What follows belongs to an exercise in optimizing a design on an open flow for small area and a short achievable clock period; a production flow would make more cautious choices.
Function was checked by simulation only, so behaviour that the tests miss may differ from the original.

==> wip/harbor: inputs <==
// gemv_stream_engine
module gemv_stream_engine (
  input  logic        clk,
  input  logic        rst_n,
  input  logic        start_i,
  input  logic        accum_i,
  input  logic [47:0] w_i,
  input  logic        a_valid_i,
  output logic        a_ready_o,
  input  logic [47:0] a_row_i,
  output logic        o_valid_o,
  input  logic        o_ready_i,
  output logic [15:0] o_data_o,
  output logic [1:0]  o_idx_o,
  output logic        busy_o,
  output logic        done_o,
  output logic        ovf_o
);
  logic [1:0]  state_q;
  logic [71:0] sel_q;      
  logic [71:0] sel_c;
  logic        accum_q;
  logic [1:0]  in_cnt_q;
  logic        ovf_q;
  logic        out_valid_q;
  logic [15:0] out_data_q;
  logic [1:0]  out_idx_q;
  logic [47:0] row_q;
  logic        s1_valid_q;
  logic        s2_valid_q;
  logic [1:0]  s2_idx_q;
  logic [34:0] s2a_q, s2b_q, s2c_q, s2d_q;
  logic [34:0] acc0_q, acc1_q, acc2_q;
  logic [2:0]  acc_vld_q;
  logic        st_idle, st_run, st_done;
  logic        adv_c, accept_c, start_ok_c, last_in_c, last_out_c;
  logic [1:0]  s1_idx_c;
  logic [34:0] acc_add_c, sa_c, sb_c, sc_c, sd_c, v_c;
  logic [34:0] t1s_c, t1c_c, t2s_c, t2c_c;
  logic [15:0] sat_c;
  logic        clamp_c;
  logic [15:0] lo_c;
  logic [19:0] xh_c, yh_c, hx_c, hor_c, hand_c;
  logic        sum_m1_c, sum_0_c, sum_m2_c;
  assign st_idle  = (state_q == 2'd0);
  assign st_run   = (state_q == 2'd1);
  assign st_done  = (state_q == 2'd3);
  assign adv_c      = !out_valid_q || o_ready_i;
  assign a_ready_o  = st_run && adv_c;
  assign accept_c   = a_valid_i && a_ready_o;
  assign start_ok_c = st_idle && start_i;
  assign last_in_c  = accept_c && (in_cnt_q == 2'd2);
  assign last_out_c = out_valid_q && o_ready_i && (out_idx_q == 2'd2);
  assign busy_o = !st_idle;
  assign done_o = st_done;
  assign s1_idx_c = in_cnt_q - 2'd1;
  always_comb begin
    acc_add_c = '0;
    if (accum_q) begin
      case (s1_idx_c)
        2'd0:    if (acc_vld_q[0]) acc_add_c = acc0_q;
        2'd1:    if (acc_vld_q[1]) acc_add_c = acc1_q;
  ...
==> module gemv_stream_engine, before the edit <==
module gemv_stream_engine (
  input  logic        clk,
  input  logic        rst_n,
  input  logic        start_i,
  input  logic        accum_i,
  input  logic [47:0] w_i,
  input  logic        a_valid_i,
  output logic        a_ready_o,
  input  logic [47:0] a_row_i,
  output logic        o_valid_o,
  input  logic        o_ready_i,
  output logic [15:0] o_data_o,
  output logic [1:0]  o_idx_o,
  output logic        busy_o,
  output logic        done_o,
  output logic        ovf_o
);
  logic [1:0]  state_q;
  logic [71:0] sel_q;      
  logic [71:0] sel_c;
  logic        accum_q;
  logic [1:0]  in_cnt_q;
  logic        ovf_q;
  logic        out_valid_q;
  logic [15:0] out_data_q;
  logic [1:0]  out_idx_q;
  logic [47:0] row_q;
  logic        s1_valid_q;
  logic        s2_valid_q;
  logic [1:0]  s2_idx_q;
  logic [34:0] s2a_q, s2b_q, s2c_q, s2d_q;
  logic [34:0] acc0_q, acc1_q, acc2_q;
  logic [2:0]  acc_vld_q;
  logic        st_idle, st_run, st_done;
  logic        adv_c, accept_c, start_ok_c, last_in_c, last_out_c;
  logic [1:0]  s1_idx_c;
  logic [34:0] acc_add_c, sa_c, sb_c, sc_c, sd_c, v_c;
  logic [34:0] t1s_c, t1c_c, t2s_c, t2c_c;
  logic [15:0] sat_c;
  logic        clamp_c;
  logic [15:0] lo_c;
  logic [19:0] xh_c, yh_c, hx_c, hor_c, hand_c;
  logic        sum_m1_c, sum_0_c, sum_m2_c;
  assign st_idle  = (state_q == 2'd0);
  assign st_run   = (state_q == 2'd1);
  assign st_done  = (state_q == 2'd3);
  assign adv_c      = !out_valid_q || o_ready_i;
  assign a_ready_o  = st_run && adv_c;
  assign accept_c   = a_valid_i && a_ready_o;
  assign start_ok_c = st_idle && start_i;
  assign last_in_c  = accept_c && (in_cnt_q == 2'd2);
  assign last_out_c = out_valid_q && o_ready_i && (out_idx_q == 2'd2);
  assign busy_o = !st_idle;
  assign done_o = st_done;
  assign s1_idx_c = in_cnt_q - 2'd1;
  always_comb begin
    acc_add_c = '0;
    if (accum_q) begin
      case (s1_idx_c)
        2'd0:    if (acc_vld_q[0]) acc_add_c = acc0_q;
        2'd1:    if (acc_vld_q[1]) acc_add_c = acc1_q;
        default: if (acc_vld_q[2]) acc_add_c = acc2_q;
      endcase
    end
  end
  gemv_booth_enc u_enc (
    .w_i   (w_i),
    .sel_o (sel_c)
  );
  gemv_dot_pipe u_dot (
    .sel_i (sel_q),
    .row_i (row_q),
    .acc_i (acc_add_c),
    .s0_o  (sa_c),
    .s1_o  (sb_c),
    .s2_o  (sc_c),
    .s3_o  (sd_c)
  );
  for (genvar i = 0; i < 35; i++) begin : g_csa
    assign {t1c_c[i], t1s_c[i]} = {1'b0, s2a_q[i]} + {1'b0, s2b_q[i]} + {1'b0, s2c_q[i]};
    if (i == 0) begin : g_lsb
      assign {t2c_c[i], t2s_c[i]} = {1'b0, t1s_c[i]} + {1'b0, s2d_q[i]};
    end else begin : g_bit
      assign {t2c_c[i], t2s_c[i]} = {1'b0, t1s_c[i]} + {1'b0, t1c_c[i-1]} + {1'b0, s2d_q[i]};
    end
  end
  assign v_c = t2s_c + {t2c_c[33:0], 1'b0};
  assign lo_c    = {1'b0, t2s_c[14:0]} + {1'b0, t2c_c[13:0], 1'b0};
  assign xh_c    = t2s_c[34:15];
  assign yh_c    = t2c_c[33:14];
  assign hx_c    = xh_c ^ yh_c;
  assign hor_c   = xh_c | yh_c;
  assign hand_c  = xh_c & yh_c;
  assign sum_m1_c = &hx_c;
  assign sum_0_c  = ~|(hx_c ^ {hor_c[18:0], 1'b0});
  assign sum_m2_c = ~|(hx_c ^ {19'h7ffff, 1'b0} ^ {hand_c[18:1], hor_c[0], 1'b0});
  assign clamp_c  = lo_c[15] ? !(sum_m1_c || sum_m2_c) : !(sum_0_c || sum_m1_c);
  assign sat_c    = clamp_c ? (v_c[34] ? 16'h8000 : 16'h7fff) : v_c[15:0];
  always_ff @(posedge clk or negedge rst_n) begin
    if (!rst_n) begin
      state_q     <= 2'd0;
      in_cnt_q    <= '0;
      ovf_q       <= 1'b0;
      out_valid_q <= 1'b0;
      out_data_q  <= '0;
      out_idx_q   <= '0;
      s1_valid_q  <= 1'b0;
      s2_valid_q  <= 1'b0;
      s2_idx_q    <= '0;
      acc_vld_q   <= '0;
    end else begin
      case (state_q)
        2'd0:    if (start_i)    state_q <= 2'd1;
        2'd1:    if (last_in_c)  state_q <= 2'd2;
        2'd2:    if (last_out_c) state_q <= 2'd3;
        default:                 state_q <= 2'd0;
      endcase
      if (accept_c) in_cnt_q <= in_cnt_q + 2'd1;
      if (adv_c) begin
        s1_valid_q  <= accept_c;
        s2_valid_q  <= s1_valid_q;
        out_valid_q <= s2_valid_q;
        if (s1_valid_q) s2_idx_q <= s1_idx_c;
        if (s2_valid_q) begin
          acc_vld_q[s2_idx_q] <= 1'b1;
          out_data_q <= sat_c;
          out_idx_q  <= s2_idx_q;
          if (clamp_c) ovf_q <= 1'b1;
        end
      end
      if (start_ok_c) begin
        in_cnt_q <= '0;
        ovf_q    <= 1'b0;
      end
    end
  end
  always_ff @(posedge clk) begin
    if (start_ok_c) begin
      sel_q   <= sel_c;
      accum_q <= accum_i;
    end
    if (adv_c) begin
      row_q <= a_row_i;
      s2a_q <= sa_c;
      s2b_q <= sb_c;
      s2c_q <= sc_c;
      s2d_q <= sd_c;
      if (s2_valid_q) begin
        case (s2_idx_q)
          2'd0:    acc0_q <= v_c;
          2'd1:    acc1_q <= v_c;
          default: acc2_q <= v_c;
        endcase
      end
    end
  end
  assign o_valid_o = out_valid_q;
  assign o_data_o  = out_data_q;
  assign o_idx_o   = out_idx_q;
  assign ovf_o     = ovf_q;
endmodule
clock: 9.0 ns
lec_check: 0
cap_margin: 20
core_margin: 2
core_utilization: 40
setup_slack_margin: 4.7
slew_margin: 20
tns_end_percent: 5
run.sh (not shown) runs the stock make flow with config.mk's settings and CLKGATE_MAP_FILE= SYNTH_SCRIPT=/design/flow/synth_recipe.tcl, a recipe that flattens the netlist after the stock synthesis.
==> inputs of wip/maple, as changes to wip/harbor <==
--- a/flow/design.v
+++ b/flow/design.v
@@ -2007,4 +2007,7 @@
   logic [2:0]  acc_vld_q;
   logic        st_idle, st_run, st_done;
+  logic [1:0]  state_d;
+  logic        out_valid_d;
+  logic        run_q, run_nv_q;
   logic        adv_c, accept_c, start_ok_c, last_in_c, last_out_c;
   logic [1:0]  s1_idx_c;
@@ -2020,5 +2023,5 @@
   assign st_done  = (state_q == 2'd3);
   assign adv_c      = !out_valid_q || o_ready_i;
-  assign a_ready_o  = st_run && adv_c;
+  assign a_ready_o  = run_nv_q || (run_q && o_ready_i);
   assign accept_c   = a_valid_i && a_ready_o;
   assign start_ok_c = st_idle && start_i;
@@ -2071,7 +2074,19 @@
   assign clamp_c  = lo_c[15] ? !(sum_m1_c || sum_m2_c) : !(sum_0_c || sum_m1_c);
   assign sat_c    = clamp_c ? (v_c[34] ? 16'h8000 : 16'h7fff) : v_c[15:0];
+  always_comb begin
+    state_d = state_q;
+    case (state_q)
+      2'd0:    if (start_i)    state_d = 2'd1;
+      2'd1:    if (last_in_c)  state_d = 2'd2;
+      2'd2:    if (last_out_c) state_d = 2'd3;
+      default:                 state_d = 2'd0;
+    endcase
+  end
+  assign out_valid_d = adv_c ? s2_valid_q : out_valid_q;
   always_ff @(posedge clk or negedge rst_n) begin
     if (!rst_n) begin
       state_q     <= 2'd0;
+      run_q       <= 1'b0;
+      run_nv_q    <= 1'b0;
       in_cnt_q    <= '0;
       ovf_q       <= 1'b0;
@@ -2084,15 +2099,12 @@
       acc_vld_q   <= '0;
     end else begin
-      case (state_q)
-        2'd0:    if (start_i)    state_q <= 2'd1;
-        2'd1:    if (last_in_c)  state_q <= 2'd2;
-        2'd2:    if (last_out_c) state_q <= 2'd3;
-        default:                 state_q <= 2'd0;
-      endcase
+      state_q     <= state_d;
+      run_q       <= (state_d == 2'd1);
+      run_nv_q    <= (state_d == 2'd1) && !out_valid_d;
+      out_valid_q <= out_valid_d;
       if (accept_c) in_cnt_q <= in_cnt_q + 2'd1;
       if (adv_c) begin
         s1_valid_q  <= accept_c;
         s2_valid_q  <= s1_valid_q;
-        out_valid_q <= s2_valid_q;
         if (s1_valid_q) s2_idx_q <= s1_idx_c;
         if (s2_valid_q) begin
==> flow/flow/run.sh (new file) <==
#!/bin/bash
# Standard layout, with the port buffers inserted by buffer_ports made of buf_4
# instead of the tool's default pick (a delay buffer), so the ports' buffers are fast.
set -e
echo "export BUFFER_PORTS_ARGS = -buffer_cell sky130_fd_sc_hd__buf_4" >> config.mk
bash standard.sh > standard.log 2>&1
==> flow/standard.sh (new file) <==
#!/bin/bash
# synth_recipe.tcl (not shown) runs the flow's synth.tcl, then flattens the netlist and writes it again
# the make line also repeats each setting of config.mk as NAME=value (left out here)
make -C /OpenROAD-flow-scripts/flow DESIGN_CONFIG=/design/flow/config.mk WORK_HOME=/design/flow/orfs CLKGATE_MAP_FILE= SYNTH_SCRIPT=/design/flow/synth_recipe.tcl "${@:-finish}"
--- a/flow/config.mk
+++ b/flow/config.mk
@@ -6,8 +6,10 @@
 export NUM_CORES = 4
 export LEC_CHECK = 0
+export ABC_AREA = 1
 export CAP_MARGIN = 20
 export CORE_MARGIN = 2
 export CORE_UTILIZATION = 40
-export SETUP_SLACK_MARGIN = 4.7
+export SETUP_SLACK_MARGIN = 5.0
 export SLEW_MARGIN = 20
 export TNS_END_PERCENT = 5
+export BUFFER_PORTS_ARGS = -buffer_cell sky130_fd_sc_hd__buf_4
removed: flow/run.sh
==> inputs of wip/tundra, as changes to wip/harbor <==
--- a/flow/design.v
+++ b/flow/design.v
@@ -2007,4 +2007,7 @@
   logic [2:0]  acc_vld_q;
   logic        st_idle, st_run, st_done;
+  logic [1:0]  state_d;
+  logic        out_valid_d;
+  logic        run_q, run_nv_q;
   logic        adv_c, accept_c, start_ok_c, last_in_c, last_out_c;
   logic [1:0]  s1_idx_c;
@@ -2020,5 +2023,5 @@
   assign st_done  = (state_q == 2'd3);
   assign adv_c      = !out_valid_q || o_ready_i;
-  assign a_ready_o  = st_run && adv_c;
+  assign a_ready_o  = run_nv_q || (run_q && o_ready_i);
   assign accept_c   = a_valid_i && a_ready_o;
   assign start_ok_c = st_idle && start_i;
@@ -2071,7 +2074,19 @@
   assign clamp_c  = lo_c[15] ? !(sum_m1_c || sum_m2_c) : !(sum_0_c || sum_m1_c);
   assign sat_c    = clamp_c ? (v_c[34] ? 16'h8000 : 16'h7fff) : v_c[15:0];
+  always_comb begin
+    state_d = state_q;
+    case (state_q)
+      2'd0:    if (start_i)    state_d = 2'd1;
+      2'd1:    if (last_in_c)  state_d = 2'd2;
+      2'd2:    if (last_out_c) state_d = 2'd3;
+      default:                 state_d = 2'd0;
+    endcase
+  end
+  assign out_valid_d = adv_c ? s2_valid_q : out_valid_q;
   always_ff @(posedge clk or negedge rst_n) begin
     if (!rst_n) begin
       state_q     <= 2'd0;
+      run_q       <= 1'b0;
+      run_nv_q    <= 1'b0;
       in_cnt_q    <= '0;
       ovf_q       <= 1'b0;
@@ -2084,15 +2099,12 @@
       acc_vld_q   <= '0;
     end else begin
-      case (state_q)
-        2'd0:    if (start_i)    state_q <= 2'd1;
-        2'd1:    if (last_in_c)  state_q <= 2'd2;
-        2'd2:    if (last_out_c) state_q <= 2'd3;
-        default:                 state_q <= 2'd0;
-      endcase
+      state_q     <= state_d;
+      run_q       <= (state_d == 2'd1);
+      run_nv_q    <= (state_d == 2'd1) && !out_valid_d;
+      out_valid_q <= out_valid_d;
       if (accept_c) in_cnt_q <= in_cnt_q + 2'd1;
       if (adv_c) begin
         s1_valid_q  <= accept_c;
         s2_valid_q  <= s1_valid_q;
-        out_valid_q <= s2_valid_q;
         if (s1_valid_q) s2_idx_q <= s1_idx_c;
         if (s2_valid_q) begin
==> flow/flow/run.sh (new file) <==
#!/bin/bash
# Standard layout, with the port buffers inserted by buffer_ports made of buf_4
# instead of the tool's default pick (a delay buffer), so the ports' buffers are fast.
set -e
echo "export BUFFER_PORTS_ARGS = -buffer_cell sky130_fd_sc_hd__buf_4" >> config.mk
bash standard.sh > standard.log 2>&1
==> flow/standard.sh (new file) <==
#!/bin/bash
# synth_recipe.tcl (not shown) runs the flow's synth.tcl, then flattens the netlist and writes it again
# the make line also repeats each setting of config.mk as NAME=value (left out here)
make -C /OpenROAD-flow-scripts/flow DESIGN_CONFIG=/design/flow/config.mk WORK_HOME=/design/flow/orfs CLKGATE_MAP_FILE= SYNTH_SCRIPT=/design/flow/synth_recipe.tcl "${@:-finish}"
--- a/flow/config.mk
+++ b/flow/config.mk
@@ -6,8 +6,10 @@
 export NUM_CORES = 4
 export LEC_CHECK = 0
+export ABC_AREA = 1
 export CAP_MARGIN = 20
 export CORE_MARGIN = 2
-export CORE_UTILIZATION = 40
-export SETUP_SLACK_MARGIN = 4.7
+export CORE_UTILIZATION = 50
+export SETUP_SLACK_MARGIN = 5.0
 export SLEW_MARGIN = 20
 export TNS_END_PERCENT = 5
+export BUFFER_PORTS_ARGS = -buffer_cell sky130_fd_sc_hd__buf_4
removed: flow/run.sh
==> qor summary <==
Total core area: wip/maple 0.0853 sq mm; wip/harbor 0.0897 sq mm; wip/tundra 0.0683 sq mm
Time the final worst path needs with I/O delays and setup: wip/maple 4070 ps; wip/harbor 4310 ps; wip/tundra 4060 ps
Met1 GRT Util: wip/maple 33.6%; wip/harbor 36.2%; wip/tundra 43.5%
Crit path DAT: wip/maple 4430 ps; wip/harbor 4690 ps; wip/tundra 4410 ps
Max stage delay on crit path: wip/maple 750 ps; wip/harbor 650 ps; wip/tundra 560 ps
Maximum clock skew at final layout: wip/maple 26.7 ps; wip/harbor 71.4 ps; wip/tundra 32.0 ps
Status: wip/maple complete, no violations; wip/harbor complete, no violations; wip/tundra complete, no violations
Combined flip-flop and latch cell area: wip/maple 0.0115 sq mm; wip/harbor 0.0114 sq mm; wip/tundra 0.0115 sq mm
Final hold slack: wip/maple 482 ps; wip/harbor 460 ps; wip/tundra 482 ps
Cell Area, Synth: wip/maple 0.0344 sq mm; wip/harbor 0.0361 sq mm; wip/tundra 0.0344 sq mm
Multi-input combinational cell count: wip/maple 2110; wip/harbor 2254; wip/tundra 2110
Startpoint of the tightest hold check path: wip/maple out_data_q[11]; wip/harbor acc_vld_q[0]; wip/tundra out_data_q[12]
N_taps: wip/maple 1144; wip/harbor 1176; wip/tundra 882

## static timing again, ports no longer ideal
How much do the figures lean on ideal ports? The routed layouts below were timed once more, with nothing changed but the port constraints. Step 1, drivers: a clkbuf_16 drives clk and a buf_2 each remaining input, both assumed. Step 2 adds t to the input delays and takes it off the output delays; t is the mean of the earliest and latest rising clock arrival at the registers after step 1. Input paths then give back, and output paths get back, about the clock's delay inside the block. Three values: no drivers, after step 1, after step 2; two values: the first two.
| run | t, ns | setup WS [ns] | worst setup path at the end | worst data-port slew with drivers (ns) | cell pins on the clock port's net |
|---|---|---|---|---|---|
| wip/harbor | 0.690 | 4.687 / 4.665 / 4.665 | input to output | 0.05 | 1 |
| wip/maple | 0.679 | 4.927 / 4.927 / 4.732 | input to register | 0.06 | 1 |
| wip/tundra | 0.663 | 4.943 / 4.943 / 4.674 | input to register | 0.05 | 1 |
After both steps setup and hold are still met in every run listed. For wip/tundra, which loses most, drivers alone change the setup slack by 0.000 ns; drivers and shift together by -0.269 ns.
